From an optimization exercise on the open Yosys and OpenROAD flow, aimed at small area, a short achievable clock period and few clock cycles; shortcuts taken in it are not production practice.
Only simulation tests tie the RTL to the original design; equivalence was not proved.
Power figures rest on the tool's default switching activity, not on a simulated workload.

==> flow/design.v <==
package cgp_pkg;
    localparam logic [1:0] ACT_GATE = 2'd0;
    localparam logic [1:0] ACT_TAP  = 2'd1;
    localparam logic [1:0] ACT_EVAL = 2'd2;
    localparam logic [2:0] REG_MASK    = 3'd0;
    localparam logic [2:0] REG_INPUTS  = 3'd1;
    localparam logic [2:0] REG_OUTPUTS = 3'd2;
    localparam logic [2:0] REG_ROWS    = 3'd3;
    localparam logic [2:0] REG_COLUMNS = 3'd4;
    localparam int FN_COUNT = 7;
    localparam int PADDR_W = 5;
    localparam logic [3:0] TT_AND  = 4'b1000;
    localparam logic [3:0] TT_OR   = 4'b1110;
    localparam logic [3:0] TT_XOR  = 4'b0110;
    localparam logic [3:0] TT_NOTA = 4'b0011;
    localparam logic [3:0] TT_NAND = 4'b0111;
    localparam logic [3:0] TT_XNOR = 4'b1001;
    localparam logic [3:0] TT_NOR  = 4'b0001;
    localparam logic [3:0] TT_PASSA = 4'b1100;
    function automatic logic [3:0] fn_tt(logic [6:0] mask, logic [2:0] code);
        logic [2:0] n;
        logic [3:0] r;
        logic       hit;
        n   = '0;
        r   = '0;
        hit = 1'b0;
        for (int k = 0; k < FN_COUNT; k++)
        begin
            if (mask[k])
            begin
                if (!hit && n == code)
                begin
                    hit = 1'b1;
                    case (k)
                        0:       r = TT_AND;
                        1:       r = TT_OR;
                        2:       r = TT_XOR;
                        3:       r = TT_NOTA;
                        4:       r = TT_NAND;
                        5:       r = TT_XNOR;
                        default: r = TT_NOR;
                    endcase
                end
                n = n + 3'd1;
            end
        end
        fn_tt = r;
    endfunction
    function automatic logic [31:0] fmap_rom(logic [6:0] mask);
        case (mask)
            7'd0: fmap_rom = 32'h00000000;
            7'd1: fmap_rom = 32'h00000008;
            7'd2: fmap_rom = 32'h0000000e;
            7'd3: fmap_rom = 32'h000000e8;
            7'd4: fmap_rom = 32'h00000006;
            7'd5: fmap_rom = 32'h00000068;
            7'd6: fmap_rom = 32'h0000006e;
            7'd7: fmap_rom = 32'h000006e8;
            7'd8: fmap_rom = 32'h00000003;
            7'd9: fmap_rom = 32'h00000038;
            7'd10: fmap_rom = 32'h0000003e;
            7'd11: fmap_rom = 32'h000003e8;
            7'd12: fmap_rom = 32'h00000036;
            7'd13: fmap_rom = 32'h00000368;
            7'd14: fmap_rom = 32'h0000036e;
            7'd15: fmap_rom = 32'h000036e8;
            7'd16: fmap_rom = 32'h00000007;
            7'd17: fmap_rom = 32'h00000078;
            7'd18: fmap_rom = 32'h0000007e;
            7'd19: fmap_rom = 32'h000007e8;
            7'd20: fmap_rom = 32'h00000076;
            7'd21: fmap_rom = 32'h00000768;
            7'd22: fmap_rom = 32'h0000076e;
            7'd23: fmap_rom = 32'h000076e8;
            7'd24: fmap_rom = 32'h00000073;
            7'd25: fmap_rom = 32'h00000738;
            7'd26: fmap_rom = 32'h0000073e;
            7'd27: fmap_rom = 32'h000073e8;
            7'd28: fmap_rom = 32'h00000736;
            7'd29: fmap_rom = 32'h00007368;
            7'd30: fmap_rom = 32'h0000736e;
            7'd31: fmap_rom = 32'h000736e8;
            7'd32: fmap_rom = 32'h00000009;
            7'd33: fmap_rom = 32'h00000098;
            7'd34: fmap_rom = 32'h0000009e;
            7'd35: fmap_rom = 32'h000009e8;
            7'd36: fmap_rom = 32'h00000096;
            7'd37: fmap_rom = 32'h00000968;
            7'd38: fmap_rom = 32'h0000096e;
            7'd39: fmap_rom = 32'h000096e8;
            7'd40: fmap_rom = 32'h00000093;
            7'd41: fmap_rom = 32'h00000938;
            7'd42: fmap_rom = 32'h0000093e;
            7'd43: fmap_rom = 32'h000093e8;
            7'd44: fmap_rom = 32'h00000936;
            7'd45: fmap_rom = 32'h00009368;
            7'd46: fmap_rom = 32'h0000936e;
            7'd47: fmap_rom = 32'h000936e8;
            7'd48: fmap_rom = 32'h00000097;
            7'd49: fmap_rom = 32'h00000978;
            7'd50: fmap_rom = 32'h0000097e;
            7'd51: fmap_rom = 32'h000097e8;
            7'd52: fmap_rom = 32'h00000976;
            7'd53: fmap_rom = 32'h00009768;
            7'd54: fmap_rom = 32'h0000976e;
            7'd55: fmap_rom = 32'h000976e8;
            7'd56: fmap_rom = 32'h00000973;
            7'd57: fmap_rom = 32'h00009738;
            7'd58: fmap_rom = 32'h0000973e;
            7'd59: fmap_rom = 32'h000973e8;
            7'd60: fmap_rom = 32'h00009736;
            7'd61: fmap_rom = 32'h00097368;
            7'd62: fmap_rom = 32'h0009736e;
            7'd63: fmap_rom = 32'h009736e8;
            7'd64: fmap_rom = 32'h00000001;
            7'd65: fmap_rom = 32'h00000018;
            7'd66: fmap_rom = 32'h0000001e;
            7'd67: fmap_rom = 32'h000001e8;
            7'd68: fmap_rom = 32'h00000016;
            7'd69: fmap_rom = 32'h00000168;
            7'd70: fmap_rom = 32'h0000016e;
            7'd71: fmap_rom = 32'h000016e8;
            7'd72: fmap_rom = 32'h00000013;
            7'd73: fmap_rom = 32'h00000138;
            7'd74: fmap_rom = 32'h0000013e;
            7'd75: fmap_rom = 32'h000013e8;
            7'd76: fmap_rom = 32'h00000136;
            7'd77: fmap_rom = 32'h00001368;
            7'd78: fmap_rom = 32'h0000136e;
            7'd79: fmap_rom = 32'h000136e8;
            7'd80: fmap_rom = 32'h00000017;
            7'd81: fmap_rom = 32'h00000178;
            7'd82: fmap_rom = 32'h0000017e;
            7'd83: fmap_rom = 32'h000017e8;
            7'd84: fmap_rom = 32'h00000176;
            7'd85: fmap_rom = 32'h00001768;
            7'd86: fmap_rom = 32'h0000176e;
            7'd87: fmap_rom = 32'h000176e8;
            7'd88: fmap_rom = 32'h00000173;
            7'd89: fmap_rom = 32'h00001738;
            7'd90: fmap_rom = 32'h0000173e;
            7'd91: fmap_rom = 32'h000173e8;
            7'd92: fmap_rom = 32'h00001736;
            7'd93: fmap_rom = 32'h00017368;
            7'd94: fmap_rom = 32'h0001736e;
            7'd95: fmap_rom = 32'h001736e8;
            7'd96: fmap_rom = 32'h00000019;
            7'd97: fmap_rom = 32'h00000198;
            7'd98: fmap_rom = 32'h0000019e;
            7'd99: fmap_rom = 32'h000019e8;
            7'd100: fmap_rom = 32'h00000196;
            7'd101: fmap_rom = 32'h00001968;
            7'd102: fmap_rom = 32'h0000196e;
            7'd103: fmap_rom = 32'h000196e8;
            7'd104: fmap_rom = 32'h00000193;
            7'd105: fmap_rom = 32'h00001938;
            7'd106: fmap_rom = 32'h0000193e;
            7'd107: fmap_rom = 32'h000193e8;
            7'd108: fmap_rom = 32'h00001936;
            7'd109: fmap_rom = 32'h00019368;
            7'd110: fmap_rom = 32'h0001936e;
            7'd111: fmap_rom = 32'h001936e8;
            7'd112: fmap_rom = 32'h00000197;
            7'd113: fmap_rom = 32'h00001978;
            7'd114: fmap_rom = 32'h0000197e;
            7'd115: fmap_rom = 32'h000197e8;
            7'd116: fmap_rom = 32'h00001976;
            7'd117: fmap_rom = 32'h00019768;
            7'd118: fmap_rom = 32'h0001976e;
            7'd119: fmap_rom = 32'h001976e8;
            7'd120: fmap_rom = 32'h00001973;
            7'd121: fmap_rom = 32'h00019738;
            7'd122: fmap_rom = 32'h0001973e;
            7'd123: fmap_rom = 32'h001973e8;
            7'd124: fmap_rom = 32'h00019736;
            7'd125: fmap_rom = 32'h00197368;
            7'd126: fmap_rom = 32'h0019736e;
            7'd127: fmap_rom = 32'h019736e8;
            default: fmap_rom = 32'h0;
        endcase
    endfunction
endpackage
module cgp_cfg_regs
(
    input  logic               clk,
    input  logic               rst_n,
    input  logic               psel,
    input  logic               penable,
    input  logic               pwrite,
    input  logic [cgp_pkg::PADDR_W-1:0] paddr,
    input  logic [31:0]        pwdata,
    output logic [31:0]        prdata,
    output logic               pready,
    output logic [31:0]        fmap,       
    output logic [3:0]         ins_eff,    
    output logic [3:0]         ins_comp,   
    output logic [7:0]         out_mask,   
    output logic [7:0]         tap_lim,    
    output logic [4:0]         n_groups,   
    output logic               no_groups,  
    output logic               cfg_wr      
);
    logic [6:0] mask_reg, mask_nx;
    logic [3:0] ins_reg, ins_nx;
    logic [3:0] outs_reg, outs_nx;
    logic [3:0] rows_reg, rows_nx;
    logic [4:0] cols_reg, cols_nx;
    logic       wr_en;
    logic [2:0] reg_idx;
    logic [3:0] rows_eff;
    logic [4:0] cols_eff;
    logic [3:0] ins_e;
    logic [3:0] outs_e;
    logic [7:0] n_gates;
    logic [4:0] n_grp;
    logic [7:0] omask;
    assign pready  = 1'b1;
    assign reg_idx = paddr[cgp_pkg::PADDR_W-1:2];
    assign wr_en   = psel && penable && pwrite;
    assign cfg_wr  = wr_en;
    always_comb
    begin
        mask_nx = mask_reg;
        ins_nx  = ins_reg;
        outs_nx = outs_reg;
        rows_nx = rows_reg;
        cols_nx = cols_reg;
        if (wr_en)
        begin
            case (reg_idx)
                cgp_pkg::REG_MASK:    mask_nx = pwdata[6:0];
                cgp_pkg::REG_INPUTS:  ins_nx  = pwdata[3:0];
                cgp_pkg::REG_OUTPUTS: outs_nx = pwdata[3:0];
                cgp_pkg::REG_ROWS:    rows_nx = pwdata[3:0];
                cgp_pkg::REG_COLUMNS: cols_nx = pwdata[4:0];
                default: ;
            endcase
        end
    end
    always_comb
    begin
        rows_eff = (rows_reg == 4'd0) ? 4'd1 : ((rows_reg > 4'd8) ? 4'd8 : rows_reg);
        cols_eff = (cols_reg > 5'd16) ? 5'd16 : cols_reg;
        ins_e    = (ins_reg > 4'd8) ? 4'd8 : ins_reg;
        outs_e   = (outs_reg > 4'd8) ? 4'd8 : outs_reg;
        n_gates  = 8'(rows_eff * cols_eff);
        n_grp    = 5'((9'(n_gates) + 9'd7) >> 3);
        for (int t = 0; t < 8; t++)
            omask[t] = (4'(t) < outs_e);
    end
    always_ff @(posedge clk or negedge rst_n)
    begin
        if (!rst_n)
        begin
            mask_reg  <= 7'd127;
            ins_reg   <= 4'd8;
            outs_reg  <= 4'd8;
            rows_reg  <= 4'd8;
            cols_reg  <= 5'd16;
            ins_eff   <= 4'd8;
            ins_comp  <= 4'd0;
            out_mask  <= 8'hFF;
            tap_lim   <= 8'd136;
            n_groups  <= 5'd16;
            no_groups <= 1'b0;
        end
        else
        begin
            mask_reg  <= mask_nx;
            ins_reg   <= ins_nx;
            outs_reg  <= outs_nx;
            rows_reg  <= rows_nx;
            cols_reg  <= cols_nx;
            ins_eff   <= ins_e;
            ins_comp  <= 4'd8 - ins_e;
            out_mask  <= omask;
            tap_lim   <= n_gates + 8'(ins_e);
            n_groups  <= n_grp;
            no_groups <= (n_grp == 5'd0);
        end
    end
    always_comb
    begin
        case (reg_idx)
            cgp_pkg::REG_MASK:    prdata = {25'd0, mask_reg};
            cgp_pkg::REG_INPUTS:  prdata = {28'd0, ins_reg};
            cgp_pkg::REG_OUTPUTS: prdata = {28'd0, outs_reg};
            cgp_pkg::REG_ROWS:    prdata = {28'd0, rows_reg};
            cgp_pkg::REG_COLUMNS: prdata = {27'd0, cols_reg};
            default:              prdata = '0;
        endcase
    end
    always_comb
    begin
        fmap = cgp_pkg::fmap_rom(mask_reg);
    end
endmodule
module cgp_gate_mem
(
    input  logic          clk,
    input  logic          we,
    input  logic [15:0]   wsel_hi,     
    input  logic [7:0]    wsel_lo,     
    input  logic [18:0]   wdata,
    input  logic          tap_we,
    input  logic [7:0]    tap_wdata,
    input  logic [15:0]   rd_sel,      
    input  logic          rd_tap,      
    output logic [8*19-1:0] rd_gates
);
    logic [128*19-1:0] mem;
    logic [8*8-1:0]    taps;
    always_ff @(posedge clk)
    begin
        for (int g = 0; g < 128; g++)
            if (we && wsel_hi[g / 8] && wsel_lo[g % 8])
                mem[19*g +: 19] <= wdata;
        for (int t = 0; t < 8; t++)
            if (tap_we && wsel_lo[t])
                taps[8*t +: 8] <= tap_wdata;
    end
    always_comb
    begin
        for (int i = 0; i < 8; i++)
        begin
            rd_gates[19*i +: 19] = {3'd0, {8{rd_tap}} & taps[8*i +: 8], 8'd0};
            for (int m = 0; m < 16; m++)
                rd_gates[19*i +: 19] = rd_gates[19*i +: 19] | ({19{rd_sel[m]}} & mem[19*(8*m+i) +: 19]);
        end
    end
endmodule
module cgp_lane_dec
#(
    parameter int K  = 8,
    parameter int NB = 17
)
(
    input  logic [K*8-1:0]  u_a,
    input  logic [K*8-1:0]  u_b,
    output logic [K*8-1:0]  lo_a,
    output logic [K*NB-1:0] hi_a,
    output logic [K*8-1:0]  lo_b,
    output logic [K*NB-1:0] hi_b
);
    always_comb
    begin
        for (int i = 0; i < K; i++)
        begin
            for (int x = 0; x < 8; x++)
            begin
                lo_a[8*i + x] = (u_a[8*i +: 3] == 3'(x));
                lo_b[8*i + x] = (u_b[8*i +: 3] == 3'(x));
            end
            for (int h = 0; h < NB; h++)
            begin
                hi_a[NB*i + h] = (u_a[8*i + 3 +: 5] == 5'(h));
                hi_b[NB*i + h] = (u_b[8*i + 3 +: 5] == 5'(h));
            end
        end
    end
endmodule
module cgp_cell_mem
#(
    parameter int K  = 8,
    parameter int NC = 128,
    parameter int NB = NC / 8 + 1
)
(
    input  logic            clk,
    input  logic [K*8-1:0]  u_a,
    input  logic [K*8-1:0]  u_b,
    input  logic [4*K-1:0]  tt,
    input  logic [7:0]      vec,
    input  logic [NC-1:0]   cell_we,
    output logic [K-1:0]    out
);
    logic [NC-1:0]   cells;
    logic [8*NB-1:0] data;
    logic [K-1:0]    op_a;
    logic [K-1:0]    op_b;
    logic [K*8-1:0]  lo_a, lo_b;
    logic [K*NB-1:0] hi_a, hi_b;
    assign data = {cells, vec};
    cgp_lane_dec #(
        .K  (K),
        .NB (NB)
    ) u_dec (
        .u_a  (u_a),
        .u_b  (u_b),
        .lo_a (lo_a),
        .hi_a (hi_a),
        .lo_b (lo_b),
        .hi_b (hi_b)
    );
    always_comb
    begin
        for (int i = 0; i < K; i++)
        begin
            logic [NB-1:0] blk_a;
            logic [NB-1:0] blk_b;
            for (int h = 0; h < NB; h++)
            begin
                blk_a[h] = |(lo_a[8*i +: 8] & data[8*h +: 8]);
                blk_b[h] = |(lo_b[8*i +: 8] & data[8*h +: 8]);
            end
            op_a[i] = |(hi_a[NB*i +: NB] & blk_a);
            op_b[i] = |(hi_b[NB*i +: NB] & blk_b);
            out[i]  = tt[4*i + {op_a[i], op_b[i]}];
        end
    end
    always_ff @(posedge clk)
    begin
        for (int g = 0; g < NC; g++)
            if (cell_we[g])
                cells[g] <= out[g % K];
    end
endmodule
module cgp_gate_grid_evaluator
#(
    parameter int MAX_ROWS    = 8,
    parameter int MAX_COLUMNS = 16,
    parameter int IO_WIDTH    = 8
)
(
    input  logic               clk,
    input  logic               rst_n,
    input  logic               item_valid,
    output logic               item_stall,
    input  logic [1:0]         action,
    input  logic [6:0]         slot,
    input  logic [2:0]         gate_function,
    input  logic [7:0]         source_a,
    input  logic [7:0]         source_b,
    input  logic [7:0]         input_vector,
    output logic               result_valid,
    input  logic               result_stall,
    output logic [7:0]         output_vector,
    input  logic               psel,
    input  logic               penable,
    input  logic               pwrite,
    input  logic [cgp_pkg::PADDR_W-1:0] paddr,
    input  logic [31:0]        pwdata,
    output logic [31:0]        prdata,
    output logic               pready
);
    localparam int NL = 2;               
    localparam int K  = 8;               
    localparam int NC = 128;             
    localparam int NB = NC / 8 + 1;      
    localparam int PW = $clog2(NL + 1);
    localparam logic [1:0] ST_IDLE = 2'd0;
    localparam logic [1:0] ST_RUN  = 2'd1;
    localparam logic [1:0] ST_TAP  = 2'd2;
    logic [31:0] fmap;
    logic [3:0]  ins_eff;
    logic [3:0]  ins_comp;
    logic [7:0]  out_mask;
    logic [7:0]  tap_lim;
    logic [4:0]  n_groups;
    logic        no_groups;
    logic        cfg_wr;
    cgp_cfg_regs u_cfg (
        .clk       (clk),
        .rst_n     (rst_n),
        .psel      (psel),
        .penable   (penable),
        .pwrite    (pwrite),
        .paddr     (paddr),
        .pwdata    (pwdata),
        .prdata    (prdata),
        .pready    (pready),
        .fmap      (fmap),
        .ins_eff   (ins_eff),
        .ins_comp  (ins_comp),
        .out_mask  (out_mask),
        .tap_lim   (tap_lim),
        .n_groups  (n_groups),
        .no_groups (no_groups),
        .cfg_wr    (cfg_wr)
    );
    logic [1:0]    state_reg;
    logic [3:0]    grp_reg;          
    logic [K-1:0]  done_reg;         
    logic [4:0]    rd_grp_reg;       
    logic [15:0]   rd_sel_reg;       
    logic          rd_tap_reg;       
    logic [7:0]    rd_base_reg;      
    logic [1:0]    cfg_wait_reg;
    logic [PW-1:0] pend_cnt_reg;     
    logic          pend_none_reg;    
    logic          pend_last_reg;    
    logic          pend_full_reg;    
    logic [7:0]    pend_vec_reg [0:NL-1];
    logic [PW-1:0] act_cnt_reg;      
    logic [7:0]    act_vec_reg  [0:NL-1];
    logic [PW-1:0] out_cnt_reg;      
    logic          result_valid_reg;
    logic [7:0]    res_reg [0:NL-1];   
    logic          wb_valid_reg;
    logic          wb_gate_reg;
    logic [6:0]    wb_slot_reg;
    logic [15:0]   wb_hi_reg;        
    logic [7:0]    wb_lo_reg;        
    logic          wb_late_reg;      
    logic [18:0]   wb_data_reg;
    logic is_eval;
    logic wb_apply;
    logic accept, acc_eval, acc_write;
    logic take;
    logic tap_fire;
    logic eng_free;
    logic start;
    logic group_done;
    logic advance;
    assign is_eval    = (action == cgp_pkg::ACT_EVAL);
    assign wb_apply   = wb_valid_reg && pend_none_reg
                        && (state_reg == ST_IDLE || state_reg == ST_TAP
                            || (state_reg == ST_RUN && wb_gate_reg && !wb_late_reg));
    assign item_stall = (wb_valid_reg && !wb_apply) || (is_eval && pend_full_reg);
    assign accept     = item_valid && !item_stall;
    assign acc_eval   = accept && is_eval;
    assign acc_write  = accept && (action == cgp_pkg::ACT_GATE
                                   || (action == cgp_pkg::ACT_TAP && slot < 7'd8));
    assign take       = result_valid_reg && !result_stall;
    assign tap_fire   = state_reg == ST_TAP && out_cnt_reg == '0;
    assign eng_free   = state_reg == ST_IDLE || tap_fire;
    assign start      = eng_free && !wb_apply && cfg_wait_reg == 2'd0
                        && (acc_eval ? pend_last_reg : !pend_none_reg);
    assign advance    = state_reg == ST_RUN && group_done;
    logic [8*19-1:0] rd_gates;
    cgp_gate_mem u_gate_mem (
        .clk       (clk),
        .we        (wb_apply && wb_gate_reg),
        .wsel_hi   (wb_hi_reg),
        .wsel_lo   (wb_lo_reg),
        .wdata     (wb_data_reg),
        .tap_we    (wb_apply && !wb_gate_reg),
        .tap_wdata (wb_data_reg[15:8]),
        .rd_sel    (rd_sel_reg),
        .rd_tap    (rd_tap_reg),
        .rd_gates  (rd_gates)
    );
    logic [7:0] nx_ua [0:K-1];
    logic [7:0] nx_ub [0:K-1];
    logic [3:0] nx_tt [0:K-1];
    logic       nx_ga [0:K-1];
    logic       nx_gb [0:K-1];
    always_comb
    begin
        for (int i = 0; i < K; i++)
        begin
            logic [18:0] ent;
            logic [7:0]  sa, sb, lim;
            logic        ia, ib, va, vb;
            ent = rd_gates[19*i +: 19];
            lim = rd_tap_reg ? tap_lim : rd_base_reg + 8'(i);
            sa  = ent[15:8];
            sb  = ent[7:0];
            ia  = sa < 8'(ins_eff);
            ib  = sb < 8'(ins_eff);
            va  = sa < lim;
            vb  = sb < lim && !rd_tap_reg;
            nx_ua[i] = ia ? sa : (va ? sa + 8'(ins_comp) : 8'hFF);
            nx_ub[i] = (ib && !rd_tap_reg) ? sb : (vb ? sb + 8'(ins_comp) : 8'hFF);
            nx_tt[i] = rd_tap_reg ? cgp_pkg::TT_PASSA : fmap[4*ent[18:16] +: 4];
            nx_ga[i] = !rd_tap_reg && !ia && va && sa >= rd_base_reg;
            nx_gb[i] = !ib && vb && sb >= rd_base_reg;
        end
    end
    logic [7:0] g_ua [0:K-1];
    logic [7:0] g_ub [0:K-1];
    logic [3:0] g_tt [0:K-1];
    logic       g_ga [0:K-1];
    logic       g_gb [0:K-1];
    logic       g_load;
    assign g_load = state_reg == ST_IDLE || advance || tap_fire;
    always_ff @(posedge clk)
    begin
        if (g_load)
        begin
            for (int i = 0; i < K; i++)
            begin
                g_ua[i] <= nx_ua[i];
                g_ub[i] <= nx_ub[i];
                g_tt[i] <= nx_tt[i];
                g_ga[i] <= nx_ga[i];
                g_gb[i] <= nx_gb[i];
            end
        end
    end
    logic [K*8-1:0]  ua_flat, ub_flat;
    logic [4*K-1:0]  tt_flat;
    logic [K-1:0]    ready;
    logic [NC-1:0]   cell_we;
    logic [K-1:0]    lane_out [0:NL-1];
    always_comb
    begin
        for (int i = 0; i < K; i++)
        begin
            logic [K-1:0] dep;
            ua_flat[8*i +: 8] = g_ua[i];
            ub_flat[8*i +: 8] = g_ub[i];
            tt_flat[4*i +: 4] = g_tt[i];
            dep = (g_ga[i] ? (K'(1) << g_ua[i][2:0]) : '0)
                | (g_gb[i] ? (K'(1) << g_ub[i][2:0]) : '0);
            ready[i] = !done_reg[i] && ((dep & ~done_reg) == '0);
        end
        group_done = &(done_reg | ready);
        for (int g = 0; g < NC; g++)
            cell_we[g] = state_reg == ST_RUN && ready[g % K] && grp_reg == 4'(g / K);
    end
    for (genvar l = 0; l < NL; l++)
    begin : g_lane
        cgp_cell_mem #(
            .K  (K),
            .NC (NC),
            .NB (NB)
        ) u_lane (
            .clk     (clk),
            .u_a     (ua_flat),
            .u_b     (ub_flat),
            .tt      (tt_flat),
            .vec     (act_vec_reg[l]),
            .cell_we (cell_we),
            .out     (lane_out[l])
        );
    end
    always_ff @(posedge clk or negedge rst_n)
    begin
        if (!rst_n)
        begin
            state_reg        <= ST_IDLE;
            grp_reg          <= '0;
            done_reg         <= '0;
            rd_grp_reg       <= '0;
            rd_sel_reg       <= 16'd1;
            rd_tap_reg       <= 1'b0;
            rd_base_reg      <= 8'd8;
            cfg_wait_reg     <= '0;
            pend_cnt_reg     <= '0;
            pend_none_reg    <= 1'b1;
            pend_last_reg    <= (NL == 1);
            pend_full_reg    <= 1'b0;
            act_cnt_reg      <= '0;
            out_cnt_reg      <= '0;
            result_valid_reg <= 1'b0;
            wb_valid_reg     <= 1'b0;
            wb_late_reg      <= 1'b0;
        end
        else
        begin
            cfg_wait_reg <= {cfg_wait_reg[0], cfg_wr};
            if (acc_write)
                wb_valid_reg <= 1'b1;
            else if (wb_apply)
                wb_valid_reg <= 1'b0;
            wb_late_reg <= !rd_tap_reg && {1'b0, (acc_write ? slot[6:3] : wb_slot_reg[6:3])} >= rd_grp_reg;
            if (start)
            begin
                pend_cnt_reg  <= '0;
                pend_none_reg <= 1'b1;
                pend_last_reg <= (NL == 1);
                pend_full_reg <= 1'b0;
            end
            else if (acc_eval)
            begin
                pend_cnt_reg  <= pend_cnt_reg + PW'(1);
                pend_none_reg <= 1'b0;
                pend_last_reg <= (pend_cnt_reg == PW'(NL - 2));
                pend_full_reg <= pend_last_reg;
            end
            if (start)
            begin
                act_cnt_reg <= pend_cnt_reg + PW'(acc_eval);
                state_reg   <= no_groups ? ST_TAP : ST_RUN;
                grp_reg     <= '0;
                done_reg    <= '0;
                if (!no_groups)
                begin
                    rd_grp_reg  <= 5'd1;
                    rd_sel_reg  <= 16'd2;
                    rd_tap_reg  <= (n_groups == 5'd1);
                    if (n_groups == 5'd1)
                        rd_sel_reg <= '0;
                    rd_base_reg <= 8'd8 + 8'(ins_eff);
                end
            end
            else if (advance)
            begin
                done_reg <= '0;
                if (rd_tap_reg)
                begin
                    state_reg   <= ST_TAP;
                    rd_grp_reg  <= '0;
                    rd_sel_reg  <= no_groups ? 16'd0 : 16'd1;
                    rd_tap_reg  <= no_groups;
                    rd_base_reg <= 8'(ins_eff);
                end
                else
                begin
                    grp_reg     <= rd_grp_reg[3:0];
                    rd_grp_reg  <= rd_grp_reg + 5'd1;
                    rd_sel_reg  <= (rd_grp_reg + 5'd1 == n_groups) ? 16'd0 : {rd_sel_reg[14:0], 1'b0};
                    rd_tap_reg  <= (rd_grp_reg + 5'd1 == n_groups);
                    rd_base_reg <= rd_base_reg + 8'd8;
                end
            end
            else if (state_reg == ST_RUN)
                done_reg <= done_reg | ready;
            else if (tap_fire)
                state_reg <= ST_IDLE;
            else if (state_reg == ST_IDLE)
            begin
                rd_sel_reg  <= no_groups ? 16'd0 : 16'd1;
                rd_tap_reg  <= no_groups;
                rd_base_reg <= 8'(ins_eff);
            end
            if (tap_fire)
            begin
                out_cnt_reg      <= act_cnt_reg;
                result_valid_reg <= 1'b1;
            end
            else if (take)
            begin
                out_cnt_reg      <= out_cnt_reg - PW'(1);
                result_valid_reg <= (out_cnt_reg != PW'(1));
            end
        end
    end
    always_ff @(posedge clk)
    begin
        if (acc_write)
        begin
            wb_gate_reg <= (action == cgp_pkg::ACT_GATE);
            wb_slot_reg <= slot;
            for (int m = 0; m < 16; m++)
                wb_hi_reg[m] <= (slot[6:3] == 4'(m));
            for (int j = 0; j < 8; j++)
                wb_lo_reg[j] <= (slot[2:0] == 3'(j));
            wb_data_reg <= {gate_function, source_a, source_b};
        end
        for (int l = 0; l < NL; l++)
        begin
            if (start)
                act_vec_reg[l] <= (acc_eval && PW'(l) == pend_cnt_reg) ? input_vector : pend_vec_reg[l];
            else if (acc_eval && PW'(l) == pend_cnt_reg)
                pend_vec_reg[l] <= input_vector;
            if (tap_fire)
                res_reg[l] <= lane_out[l] & out_mask;
            else if (take && l < NL - 1)
                res_reg[l] <= res_reg[(l < NL - 1) ? l + 1 : l];
        end
    end
    assign result_valid  = result_valid_reg;
    assign output_vector = res_reg[0];
endmodule
==> flow/run.sh <==
#!/bin/bash
# synth_recipe.tcl (not shown) runs the flow's synth.tcl, then flattens the netlist and writes it again
# the make line also repeats each setting of config.mk as NAME=value (left out here)
make -C /OpenROAD-flow-scripts/flow DESIGN_CONFIG=/design/flow/config.mk WORK_HOME=/design/flow/orfs CLKGATE_MAP_FILE= SYNTH_SCRIPT=/design/flow/synth_recipe.tcl finish
==> flow/config.mk <==
export PLATFORM = sky130hd
export DESIGN_NAME = cgp_gate_grid_evaluator
export DESIGN_NICKNAME = cgp_gate_grid_evaluator
export VERILOG_FILES = /design/flow/design.v
export SDC_FILE = /design/flow/constraint.sdc
export NUM_CORES = 4
export LEC_CHECK = 0
export CAP_MARGIN = 20
export CELL_PAD_IN_SITES_DETAIL_PLACEMENT = 1
export CELL_PAD_IN_SITES_GLOBAL_PLACEMENT = 2
export CORE_MARGIN = 2
export CORE_UTILIZATION = 30
export PLACE_DENSITY = 0.4
export SETUP_SLACK_MARGIN = 2.8
export SLEW_MARGIN = 20
export SYNTH_HIERARCHICAL = 1
==> flow/constraint.sdc <==
create_clock -name core_clock -period 7.0 [get_ports {clk}]
set_input_delay 1.4000 -clock core_clock [delete_from_list [all_inputs] [get_ports {clk}]]
set_output_delay 1.4000 -clock core_clock [all_outputs]
set_load 0.01 [all_outputs]
==> reports/qor.yml, run 1 <==
max-clock-path-buffers: 4
cts_root_buf: "clkbuf_16"
synth_most_common_cell: "edfxtp_1"
dieHeight_um: 740.5
finish.net_count: 13600
viasPerCell: 6.639
max_stage_delay_ns: 0.60
first_pass_iters: 13
register_area_um2: 93700
yosys_most_used_dff: "edfxtp_1"
ys_async_sr_fraction_pct: 3.541
peakVddDrop_uv: 278.1
hold_path_end: "u_cfg.out_mask[7]$_DFF_PN1_"
drive_gt1_share_pct: 16.32
cts_tree: "yes"
wl_um: 981400
synthTopCellsByArea: "edfxtp_1 56%, a22oi_1 12%, ha_1 3.0%"
cp.arrival_ns: 2.80
setup_viol: 0
dieArea_um2: 548400
startpoint_type: "primary input"
crit_path_top_delay_cell: "clkdlybuf4s50_1"
clock.fmax_mhz: 238.3
yosys_warnings: 38
yosysTopAreaCell: "edfxtp_1"
reg2reg_to: "res_reg[1][7]$_DFFE_PP_"
stdcell_count: 20660
synthesis.area_um2: 162700
avgSynthCellArea_um2: 12.42
dpl.hpwl_um: 595300
cts_inserted_buffers: 360
area_delta_synth_final_pct: 16.19
path_clk_slew_ns: 0.06
maxSlewViolCount: 0
worstPathCellList: "clkdlybuf4s18_2 -> nand2b_1 -> o22ai_1 -> clkdlybuf4s50_1"
multiInputGateArea_um2: 64010
min_period_over_period_pct: 59.94
crit_fanout: 12
rsz0062_at_grt: "true"
postCtsHoldBufs: 0
fin_crit_ns: 4.196
tightest_slew_ns: 1.327
antenna_found_initial: 78
drv_cap: 0
post-route-drc-count: 0
core-area_um2: 540500
ys_seq_area_share_pct: 57.53
clkSinkCount: 3135
powerDensity_nw_per_um2: 405.1
grt_max_degree: 137
synth_edf_count: 3024
num_rows: 270
critical_path_class: "primary input to output pin"
hold_viol: 0
largest_reg_flops: 2432
rr_worst_depth: 11
timing.rr.start: "g_ub[7][0]$_DFFE_PP_"
synth_cells: 13100
power.leakage_nw: 61.94
fin_skew_ns: 0.07945
grt_pass1_vias: 136200
post_drt_wl_per_cell_um: 47.51
finalSetupTns_ns: 0
yosysUniqueCellTypes: 98
final.setup.worst_slack_ns: 2.804
cp-end-kind: "output pin"
initial_utilization_pct: 30.11
grt_pass1_wl_um: 1283000
ant_nets: 0
ios: 123
status: "timing/DRC/antenna clean"
grtUsageTotal_pct: 34.40
routed-via-count: 137100
synth_common_cells: "3024 x edfxtp_1, 2656 x a22oi_1, 961 x clkbuf_1"
hold_path.class: "flip-flop to flip-flop"
fillerInstances: 56620
largestRegisters: "u_gate_mem.mem x2432, g_lane.u_lane.cells x256"
hold_path.startpoint: "u_cfg.outs_reg[3]$_DFFE_PN1P_"
dp_cells: 19640
synth_seq_cells: 3135
max_slew_margin_pct: 11.50
drtIter0Drc: 17950
port_buffers: 69
clk_latency_ns: 1.01
routabilityCongestion: 0.9108
top_register: "u_gate_mem.mem"
cp.required_ns: 5.60
h-tree-depth: 5
overflow: 0
dp_slack_ns: 1.611
fin_total_pwr_mw: 76.61
min_path_cells: 0
synth_top_area_share_pct: 55.80
r2r_setup_slack_ns: 2.86
die_w_um: 740.5
## layout by cell type, fill, tap and decap left out, drive strengths merged, types with 85 or more instances in the layout
cell	Yosys	final
nor3	192	192
a22oi	2675	2675
and3	255	255
ha	391	391
a21o	103	103
buf	586	1093
clkinv	2	153
nand2	297	297
o21ai	175	175
a222oi	96	96
xor2	94	94
nand4	685	685
nor3b	159	159
a22o	435	435
clkbuf	963	463
edfxtp	3024	3024
mux2i	102	102
nor2	648	648
nand2b	136	138
inv	133	147
a221oi	481	481
dfrtp	85	85
nand3	140	140
a21oi	165	165
## worst max-delay path by stage
stage	start	endpoint	depth (start not counted)
floorplan	g_ub[3][0]$_DFFE_PP_	g_ga[0]$_DFFE_PP_	9
global placement	g_ua[0][2]$_DFFE_PP_	rd_base_reg[3]$_DFFE_PN1P_	11
detailed placement	g_ua[1][1]$_DFFE_PP_	g_ua[0][4]$_DFFE_PP_	10
CTS	g_ua[1][0]$_DFFE_PP_	res_reg[0][1]$_DFFE_PP_	11
global route	rd_sel_reg[3]$_DFFE_PN0P_	g_gb[0]$_DFFE_PP_	18
finish	paddr[2]	prdata[3]	4
## metal layers
layer  global-route usage [%]  wire length (um)
met1                    41.94            380900
met2                    54.93            448500
met3                    8.463             80420
met4                    20.96             71460
met5                   0.3232               163
## logic make-up after synthesis
| family | Yosys count | synth area share (%) |
|---|---|---|
| and+or+nand+nor | 3110 | 11.10 |
| xor gates and xnor gates | 156 | 0.8603 |
| muxes | 211 | 1.836 |
| buffers and inverters | 1684 | 4.724 |
| AOI/OAI and AO/OA | 4385 | 20.65 |
| adders and majority gates | 415 | 3.295 |
| other | 2 | 0.004615 |
| DFF | 3135 | 57.53 |
## metrics by stage
step	util, %	hold WS, ns	instance area (um2)
CTS	34.68	0.4191	187500
floorplan	-	0.3545	162900
detailed placement	32.05	0.4303	173200
global placement	31.93	0.4200	172600
finish	34.98	0.4207	189100
global route	34.96	0.4386	189000
## critical path, delay by kind of cell
family | cells | cell delay, ns
AND/OR/NAND/NOR | 1 | 0.16
buffers and inverters | 2 | 0.96
AO/OA/AOI/OAI | 1 | 0.28
## per-module statistics from Yosys, one instance, submodules excluded, a selection
module | copies in the design | cells inside
cgp_cfg_regs | 1 | 400
cgp_gate_grid_evaluator | 1 | 2657
cgp_gate_mem | 1 | 4429
## report_power, final
group / internal [mW] / switching [mW] / total (mW)
logic: 10.4 / 23.4 / 33.8
registers: 23.0 / 1.50 / 24.5
clock network: 10.3 / 7.99 / 18.3
## area by class of cell
type / count / area share (%)
sequential: 3135 / 49.55
multi-input combinational: 8314 / 33.85
timing repair buffer: 1164 / 5.575
clock buffer: 458 / 5.013
tap: 7208 / 4.769
clock inverter: 191 / 0.8946
inverter: 135 / 0.2772
antenna: 51 / 0.06749
## what timing repair did
item                                    in CTS  in global routing
pin swaps                                   54                 25
buffers inserted                           231                 72
hold endpoints to repair                     0                  0
gates cloned                                 2                  4
endpoints found under the setup margin     648                292
gates resized for setup                    176                108
Testbench counts, summed over its fixed seeds: cycles 15,060.
==> run 2, diff against run 1 <==
--- a/flow/design.v
+++ b/flow/design.v
@@ -443,7 +443,7 @@
     output logic [31:0]        prdata,
     output logic               pready
 );
-    localparam int NL = 2;               
+    localparam int NL = 3;               
     localparam int K  = 8;               
     localparam int NC = 128;             
     localparam int NB = NC / 8 + 1;      
--- a/flow/config.mk
+++ b/flow/config.mk
@@ -11,6 +11,6 @@
 export CORE_MARGIN = 2
 export CORE_UTILIZATION = 30
 export PLACE_DENSITY = 0.4
-export SETUP_SLACK_MARGIN = 2.8
+export SETUP_SLACK_MARGIN = 3.0
 export SLEW_MARGIN = 20
 export SYNTH_HIERARCHICAL = 1
==> run 2 against run 1 <==
Against the previous run: now fails the layout checks on antenna rules; sequential share of layout area shrank 4.2 points; utilization rose by 0.29 points; clock skew up 0.010 ns; synthesized cell count rose by 22%; non-clock buffer count grew 408; largest cell class unchanged; final cell count rose by 18%; wire length grew 30%; area after synthesis increased by 14%; critical path depth is 6 higher; flip-flop and latch count increased by 152; first-iteration DRC count grew 46%; sequential power up 7%.
==> reports/qor.yml, run 2 <==
status: "failed layout checks"
check.faults: "antenna rules"
hold_path.class: "primary input to asynchronous set/reset pin"
routabilityCongestion: 0.9824  # +7.9%
maxSlewViolCount: 0  # unchanged
power.leakage_nw: 70.62  # +14%
die_w_um: 789.1  # +6.6%
post_drt_wl_per_cell_um: 52.38  # +10%
synth_seq_cells: 3287  # +4.8%
avgSynthCellArea_um2: 11.59  # -6.7%
num_rows: 288  # +6.7%
fin_hold_ws_ns: 0.3791  # -0.04159 ns
first_pass_iters: 10  # -3
finalSetupTns_ns: 0  # unchanged
utilization_pct: 35.27  # +0.29 points
synthesis.area_um2: 184900  # +14%
yosys_warnings: 38  # unchanged
layout_common_cells: "3846 x a22oi_1, 3176 x edfxtp_1, 1265 x buf_4, 974 x nand4_1, 733 x nor2_1"
synth_cells: 15960  # +22%
synth_edf_count: 3176  # +5.0%
cp.arrival_ns: 4.91  # +2.11 ns
top_register: "u_gate_mem.mem"
peakVddDrop_uv: 367.4  # +32%
viasPerCell: 7.133  # +7.4%
setup_viol: 0  # unchanged
synthTopCellsByArea: "edfxtp_1 52%, a22oi_1 16%, nand4_1 3.3%"
mostFrequentLayoutCell: "a22oi_1"
cts_tree: "yes"
stdcell_count: 24380  # +18%
grtUsageTotal_pct: 39.18  # +4.8 points
overflow: 0  # unchanged
cp-end-kind: "flip-flop"
drive_gt1_share_pct: 18.54  # +2.2 points
grt_pass1_vias: 169000  # +24%
dp_slack_ns: 1.486  # -0.1251 ns
yosysTopAreaCell: "edfxtp_1"
ant_nets: 1  # +1
drv_cap: 0  # unchanged
fin_crit_ns: 4.117  # -0.07906 ns
post-route-drc-count: 0  # unchanged
critical_path_class: "flip-flop to flip-flop"
max-clock-path-buffers: 4  # unchanged
largest_reg_flops: 2432  # unchanged
area_delta_synth_final_pct: 17.26
initial_utilization_pct: 30.08  # -0.030 points
dieArea_um2: 622600  # +14%
clock.fmax_mhz: 242.9  # +1.9%
fin_skew_ns: 0.08994  # +0.01049 ns
synth_top_area_share_pct: 51.58  # -4.2 points
core-area_um2: 614800  # +14%
clk_latency_ns: 1.07  # +0.06 ns
powerDensity_nw_per_um2: 450.5  # +11%
h-tree-depth: 5  # unchanged
ys_seq_area_share_pct: 53.10  # -4.4 points
max_slew_margin_pct: 15.32  # +3.8 points
max_stage_delay_ns: 0.91  # +0.31 ns
startpoint_type: "flip-flop"
path_clk_slew_ns: 0.06  # about the same
grt_pass1_wl_um: 1650000  # +29%
ys_async_sr_fraction_pct: 3.377  # -0.16 points
grt_max_degree: 137  # unchanged
dp_cells: 23150  # +18%
wl_um: 1277000  # +30%
drtIter0Drc: 26240  # +46%
cp.required_ns: 7.79  # +2.19 ns
port_buffers: 69  # unchanged
largestRegisters: "u_gate_mem.mem x2432, g_lane.u_lane.cells x384"
antenna_found_initial: 107  # +37%
routed-via-count: 173900  # +27%
crit_fanout: 16  # +4
synth_common_cells: "3847 x a22oi_1, 3176 x edfxtp_1, 1315 x clkbuf_1"
rsz0062_at_grt: "true"
finish.net_count: 16340  # +20%
yosysUniqueCellTypes: 97  # -1.0%
worstPathCellList: "buf_4 -> buf_4 -> a22oi_1 -> nand4_1 -> a22oi_1 -> nand4_1 -> nor2_1 -> nand2_1 -> mux2i_4 -> buf_6"
final.setup.worst_slack_ns: 2.883  # +0.07906 ns
clkSinkCount: 3287  # +4.8%
yosys_most_used_dff: "edfxtp_1"
dpl.hpwl_um: 762600  # +28%
min_period_over_period_pct: 58.81  # -1.1 points
hold_viol: 0  # unchanged
tightest_slew_ns: 1.270  # -0.05724 ns
crit_path_top_delay_cell: "edfxtp_1"
cts_root_buf: "clkbuf_16"
postCtsHoldBufs: 0  # unchanged
synth_most_common_cell: "a22oi_1"
ios: 123  # unchanged
dieHeight_um: 789.1  # +6.6%
cts_inserted_buffers: 377  # +4.7%
[run 2: cell types whose count changed in the layout (fill, tap and decap cells not counted), moves of 54 or more]
cell	before	now
nor2_2	6	60
diode_2	51	109
edfxtp_1	3024	3176
buf_4	950	1265
nor2_1	642	733
nand4_1	685	974
a22oi_1	2655	3846
[run 2: path summary, 6_finish.rpt]
| kind | slack, ns | depth (start not counted) | endpoint | from |
|---|---|---|---|---|
| setup / recovery | 2.88 | 10 | g_lane[0].u_lane.cells[5]$_DFFE_PP_ | g_lane[0].u_lane.cells[113]$_DFFE_PP_ |
| hold / removal | 0.38 | 1 | u_cfg.cols_reg[1]$_DFFE_PN0P_ | rst_n |
| setup reg to reg | 2.88 | 10 | g_lane[0].u_lane.cells[5]$_DFFE_PP_ | g_lane[0].u_lane.cells[113]$_DFFE_PP_ |
| hold reg to reg | 0.40 | 0 | cfg_wait_reg[1]$_DFF_PN0_ | cfg_wait_reg[0]$_DFF_PN0_ |
| max in group asynchronous | 5.30 | 2 | rd_sel_reg[12]$_DFFE_PN0P_ | rst_n |
| min in group core_clock | 0.40 | 0 | cfg_wait_reg[1]$_DFF_PN0_ | cfg_wait_reg[0]$_DFF_PN0_ |
[run 2: cells by family after synthesis]
| group | after synthesis | synth area share (%) |
|---|---|---|
| buffers and inverters | 2243 | 5.536 |
| DFF | 3287 | 53.10 |
| and+or+nand+nor | 3997 | 12.69 |
| AOI/OAI and AO/OA | 5609 | 23.20 |
| adders and majority gates | 416 | 2.907 |
| other | 2 | 0.004062 |
| muxes | 244 | 1.797 |
| xor gates and xnor gates | 159 | 0.7714 |
[run 2: stage by stage]
step                total power [mW]  instance area (um2)
floorplan                      50.28               185100
global placement               71.01               195900
detailed placement             72.55               196800
CTS                            95.04               214500
global route                   100.0               216600
finish                         97.68               216800
[run 2: Yosys stat by module (local to each module, per instance), excerpt]
| module | cells | times used | flip-flops and latches | cell area (um2) |
|---|---|---|---|---|
| cgp_cfg_regs | 400 | 1 | 53 | 3856 |
| cgp_gate_grid_evaluator | 2710 | 1 | 354 | 28210 |
| cgp_gate_mem | 4429 | 1 | 2496 | 89230 |
[run 2: routing by layer]
layer  part of all wire [%]  routed length (um)  vias to the layer above  track usage (%)
met2                     44              557000                    12660            59.40
met4                    9.3              118500                       31            29.12
li1                       -                   -                    65360                -
met5                  0.043                 550                        -           0.7171
met3                    9.9              127000                     4526            12.89
met1                     37              474100                    91330            46.24
[run 2: power breakdown]
| part | switching, mW | internal [mW] |
|---|---|---|
| combinational | 36.1 | 15.8 |
| clock | 8.59 | 11.1 |
| sequential | 1.50 | 24.7 |
| total | 46.1 | 51.5 |
[run 2: final cells by class]
class	count	area, um2
multi-input cells	10460	80850
diodes	109	272.8
fillers	64850	397900
clock inverters	202	2074
flip-flops and latches	3287	98270
well taps	8120	10160
clock buffers	483	9946
inverters	145	576.8
repair buffers	1572	14670
[run 2: critical path, delay by kind of cell, from the launching register on]
kind,cells,cell delay [ns]
mux,1,0.50
flops,1,0.91
simple gates,4,1.04
compound gates,2,0.20
buf+inv,3,1.11
[run 2: repair_timing]
action,in CTS,in global routing
pin swaps,105,79
endpoints found under the setup margin,1130,557
gates resized for setup,485,226
gates cloned,8,10
buffers inserted,346,68
Testbench counts of run 2, summed over its fixed seeds: cycles 11,367.

[separate check: timing with driven ports]
Ports are ideal in the flow. The routed layouts listed here were re-timed in OpenROAD.
Step 1 sets driving cells, clkbuf_16 on the clock port and buf_2 on the other inputs (assumed; they add their load-dependent delay and slew).
Step 2 moves the port delays by t, midway between the first and last clock arrival at a register: inputs arrive t later, outputs are due t later. That takes back most of the time a late clock gives input paths.
a / b / c = ideal / step 1 / step 2; a / b = the first two.
run	t, ns	setup slack, ns	worst setup path after step 2	latest minus earliest clock arrival (ns)
run 1	1.099	2.804 / 2.771 / 1.909	input to register	0.081 / 0.081
run 2	1.123	2.883 / 2.883 / 2.311	input to register	0.094 / 0.093
For run 1, which loses most, drivers alone change the setup slack by -0.033 ns; drivers and shift together by -0.895 ns.
